Context: an optimization exercise on an open-source flow, tuned for small area. The choices shown serve that exercise and are no tape-out recipe. Where RTL was checked, it was by simulation tests only, not by an equivalence proof against the original. Power figures rest on the tool's default switching activity, not on a simulated workload.

## main
==> module trail_collision, before the edit <==
module trail_collision (
	input  wire       Clk,
	input  wire       rst,
	input  wire       heads_step,
	input  wire [7:0] blue_head,
	input  wire [7:0] red_head,
	input  wire       round_reset,
	output reg        outcome,
	output reg        blue_crash,
	output reg        red_crash
);
	localparam [7:0] BLUE_START = 8'h82;
	localparam [7:0] RED_START = 8'h8D;
	reg        phase;
	reg        last_turn;
	wire       clear;
	reg        port_blue;
	reg        read_red;
	wire       write;
	wire [7:0] addr;
	wire       border;
	wire       meet;
	wire       zero;
	wire       hit;
	wire [13:0] row_sel_n;
	wire [13:0] row_n;
	wire [13:0] col_n;
	wire [13:0] row_found;
	assign clear = round_reset;
	assign write = phase && (heads_step || read_red || outcome || last_turn);
	assign border = (addr[7:4] == 4'd0) || (addr[7:4] == 4'd15) ||
	                (addr[3:0] == 4'd0) || (addr[3:0] == 4'd15);
	assign meet = (blue_head == red_head);
	wire [3:0] row_hi;
	wire [3:0] row_hi_write;
	wire [3:0] row_lo;
	wire [3:0] col_hi;
	wire [3:0] col_lo;
	genvar i;
	generate
		for (i = 0; i < 8; i = i + 1)
		begin : g_addr
			trail_addr_bit u_addr (
				.port_blue(port_blue),
				.blue(blue_head[i]),
				.red(red_head[i]),
				.addr(addr[i])
			);
		end
	endgenerate
	trail_predec u_row_hi (.bits(addr[7:6]), .clear(clear), .line(row_hi));
	trail_predec_en u_row_hi_write (.bits(addr[7:6]), .enable(write), .clear(clear), .line(row_hi_write));
	trail_predec u_row_lo (.bits(addr[5:4]), .clear(clear), .line(row_lo));
	trail_predec u_col_hi (.bits(addr[3:2]), .clear(clear), .line(col_hi));
	trail_predec u_col_lo (.bits(addr[1:0]), .clear(clear), .line(col_lo));
	generate
		for (i = 1; i < 15; i = i + 1)
		begin : g_line
			trail_line_n u_row_sel_n (
				.high(row_hi[i/4]),
				.low(row_lo[i%4]),
				.line_n(row_sel_n[i-1])
			);
			trail_line_n u_row_n (
				.high(row_hi_write[i/4]),
				.low(row_lo[i%4]),
				.line_n(row_n[i-1])
			);
			trail_line_n u_col_n (
				.high(col_hi[i/4]),
				.low(col_lo[i%4]),
				.line_n(col_n[i-1])
			);
		end
	endgenerate
	genvar r, c;
	generate
		for (r = 1; r < 15; r = r + 1)
		begin : g_row
			wire [13:0] q;
			for (c = 1; c < 15; c = c + 1)
			begin : g_col
				if (r*16+c == BLUE_START || r*16+c == RED_START)
				begin : g_start
					assign q[c-1] = !phase;
				end
				else
				begin : g_cell
					trail_cell u_cell (
						.Clk(Clk),
						.row_n(row_n[r-1]),
						.col_n(col_n[c-1]),
						.q(q[c-1])
					);
				end
			end
			trail_row_read u_read (
				.q(q),
				.col_n(col_n),
				.row_sel_n(row_sel_n[r-1]),
				.found(row_found[r-1])
			);
		end
	endgenerate
	assign zero = |row_found;
	trail_hit_pick u_hit (
		.zero(zero),
		.if_zero(border || meet || phase),
		.if_one(border || meet || !phase),
		.hit(hit)
	);
	always @(posedge Clk)
	begin
		phase <= !rst && (clear || !phase);
		last_turn <= outcome && !clear;
		port_blue <= !(heads_step || read_red);
		read_red <= heads_step && !rst;
		outcome <= read_red && !rst;
		red_crash <= hit;
		blue_crash <= red_crash;
	end
endmodule
==> flow/config.mk <==
export PLATFORM = sky130hd
export DESIGN_NAME = light_cycle_top
export DESIGN_NICKNAME = light_cycle_top
export VERILOG_FILES = /design/flow/design.v
export SDC_FILE = /design/flow/constraint.sdc
export NUM_CORES = 4
export LEC_CHECK = 0
export CAP_MARGIN = 10
export CORE_MARGIN = 2
export CORE_UTILIZATION = 65
export CTS_BUF_LIST = sky130_fd_sc_hd__clkbuf_4
export CTS_CLUSTER_DIAMETER = 40
export CTS_CLUSTER_SIZE = 10
export GPL_TIMING_DRIVEN = 0
export SLEW_MARGIN = 10
export SYNTH_HIERARCHICAL = 1
==> flow/constraint.sdc <==
create_clock -name core_clock -period 4.0 [get_ports {Clk}]
set_input_delay 0.8000 -clock core_clock [delete_from_list [all_inputs] [get_ports {Clk}]]
set_output_delay 0.8000 -clock core_clock [all_outputs]
set_load 0.01 [all_outputs]
standard.sh (not shown) runs the stock make flow with config.mk's settings and CLKGATE_MAP_FILE= SYNTH_SCRIPT=/design/flow/synth_recipe.tcl, a recipe that flattens the netlist after the stock synthesis.
==> flow/flow/run.sh <==
#!/bin/bash
# Own layout flow: the standard flow (standard.sh, which runs the
# standard synthesis script) with
# - ABC mapping for a light load, so it picks small cells (placement
#   repair sizes up the ones that need it),
# - the smallest buffer on the ports,
# - ABC's buffers removed before placement,
# - clock tree synthesis without dummy loads.
# standard.sh's output goes to standard.log here; each ORFS step logs
# under orfs/logs.
set -euo pipefail
export BUFFER_PORTS_ARGS="-buffer_cell sky130_fd_sc_hd__buf_1"
export REMOVE_ABC_BUFFERS=1
export CTS_ARGS="-sink_clustering_enable -repair_clock_nets -dont_use_dummy_load -buf_list sky130_fd_sc_hd__clkbuf_4 -sink_clustering_size 10 -sink_clustering_max_diameter 40"
bash standard.sh ABC_LOAD_IN_FF=1 finish > standard.log 2>&1
The following lists how the feature branch was set up differently from main:
--- a/flow/design.v
+++ b/flow/design.v
@@ -247,11 +247,11 @@
 );
 	localparam [7:0] BLUE_START = 8'h82;
 	localparam [7:0] RED_START = 8'h8D;
 	reg        phase;
 	reg        last_turn;
-	wire       clear;
+	reg        clear;
 	reg        port_blue;
 	reg        read_red;
 	wire       write;
 	wire [7:0] addr;
 	wire       border;
@@ -260,14 +260,11 @@
 	wire       hit;
 	wire [13:0] row_sel_n;
 	wire [13:0] row_n;
 	wire [13:0] col_n;
 	wire [13:0] row_found;
-	assign clear = round_reset;
 	assign write = phase && (heads_step || read_red || outcome || last_turn);
-	assign border = (addr[7:4] == 4'd0) || (addr[7:4] == 4'd15) ||
-	                (addr[3:0] == 4'd0) || (addr[3:0] == 4'd15);
 	assign meet = (blue_head == red_head);
 	wire [3:0] row_hi;
 	wire [3:0] row_hi_write;
 	wire [3:0] row_lo;
 	wire [3:0] col_hi;
@@ -336,21 +333,24 @@
 				.row_sel_n(row_sel_n[r-1]),
 				.found(row_found[r-1])
 			);
 		end
 	endgenerate
+	assign border = (row_hi[0] && row_lo[0]) || (row_hi[3] && row_lo[3]) ||
+	                (col_hi[0] && col_lo[0]) || (col_hi[3] && col_lo[3]);
 	assign zero = |row_found;
 	trail_hit_pick u_hit (
 		.zero(zero),
 		.if_zero(border || meet || phase),
 		.if_one(border || meet || !phase),
 		.hit(hit)
 	);
 	always @(posedge Clk)
 	begin
 		phase <= !rst && (clear || !phase);
-		last_turn <= outcome && !clear;
+		last_turn <= outcome;
+		clear <= round_reset;
 		port_blue <= !(heads_step || read_red);
 		read_red <= heads_step && !rst;
 		outcome <= read_red && !rst;
 		red_crash <= hit;
 		blue_crash <= red_crash;
On worst-case setup slack after placement: between the feature branch and main, it ends up lower for main.
Relative to main, the delay of the slowest cell on the worst path of the feature branch is higher by 0.13 ns.
main and the feature branch ended up with roughly the same xor and xnor fraction of the mapped netlist area.
[the feature branch] power share of the sequential group rose 1.6 points relative to main
The feature branch against main: total negative slack saw little to no change; via count lost 4.6%.
Proportion of power drawn by combinational gates, the feature branch and main: larger value in main
Of the feature branch and main, the run reporting the lower simple-gate share of the synthesized area was the feature branch.
For the sequential share of layout area, the feature branch came in 1.9 points higher than main did.
On post-synthesis share of cell area spent on full adders, half adders and majority gates, the feature branch tracks main almost exactly.
Note that the detailed-route wire length per cell recorded for main amounts to 1.10 times the value seen in the feature branch.
In the feature branch relative to main, total power consumption of the routed design had gone down slightly.
Synthesized cell count delta (the feature branch -> main): insignificant
The feature branch: time the worst path needs with I/O delays and setup is 0.11 ns lower than what main reported.
Function not checked in main: the RTL went through the layout flow alone.

[static timing again, ports no longer ideal]
How much do the figures lean on ideal ports? The routed layouts below were timed once more, with nothing changed but the port constraints. Step 1, drivers: a clkbuf_16 drives Clk and a buf_2 each remaining input, both assumed. Step 2 times the ports against the registers' clock, not the clock port: input delays grow and output delays shrink by t, the midpoint of the rising clock arrivals with the driver on. Slacks: ideal ports / drivers / drivers and shift; pairs: ideal ports / drivers.
run | shift t [ns] | setup slack, ns | hold slack, ns | latest minus earliest clock arrival (ns) | worst slew at a driven data input, ns
main | 0.676 | 0.121 / 0.121 / 0.121 | 0.388 / 0.375 / 0.402 | 0.075 / 0.075 | 0.03
the feature branch | 0.667 | 0.231 / 0.231 / 0.231 | 0.379 / 0.366 / 0.393 | 0.038 / 0.038 | 0.04
After both steps every run listed still meets setup and hold.
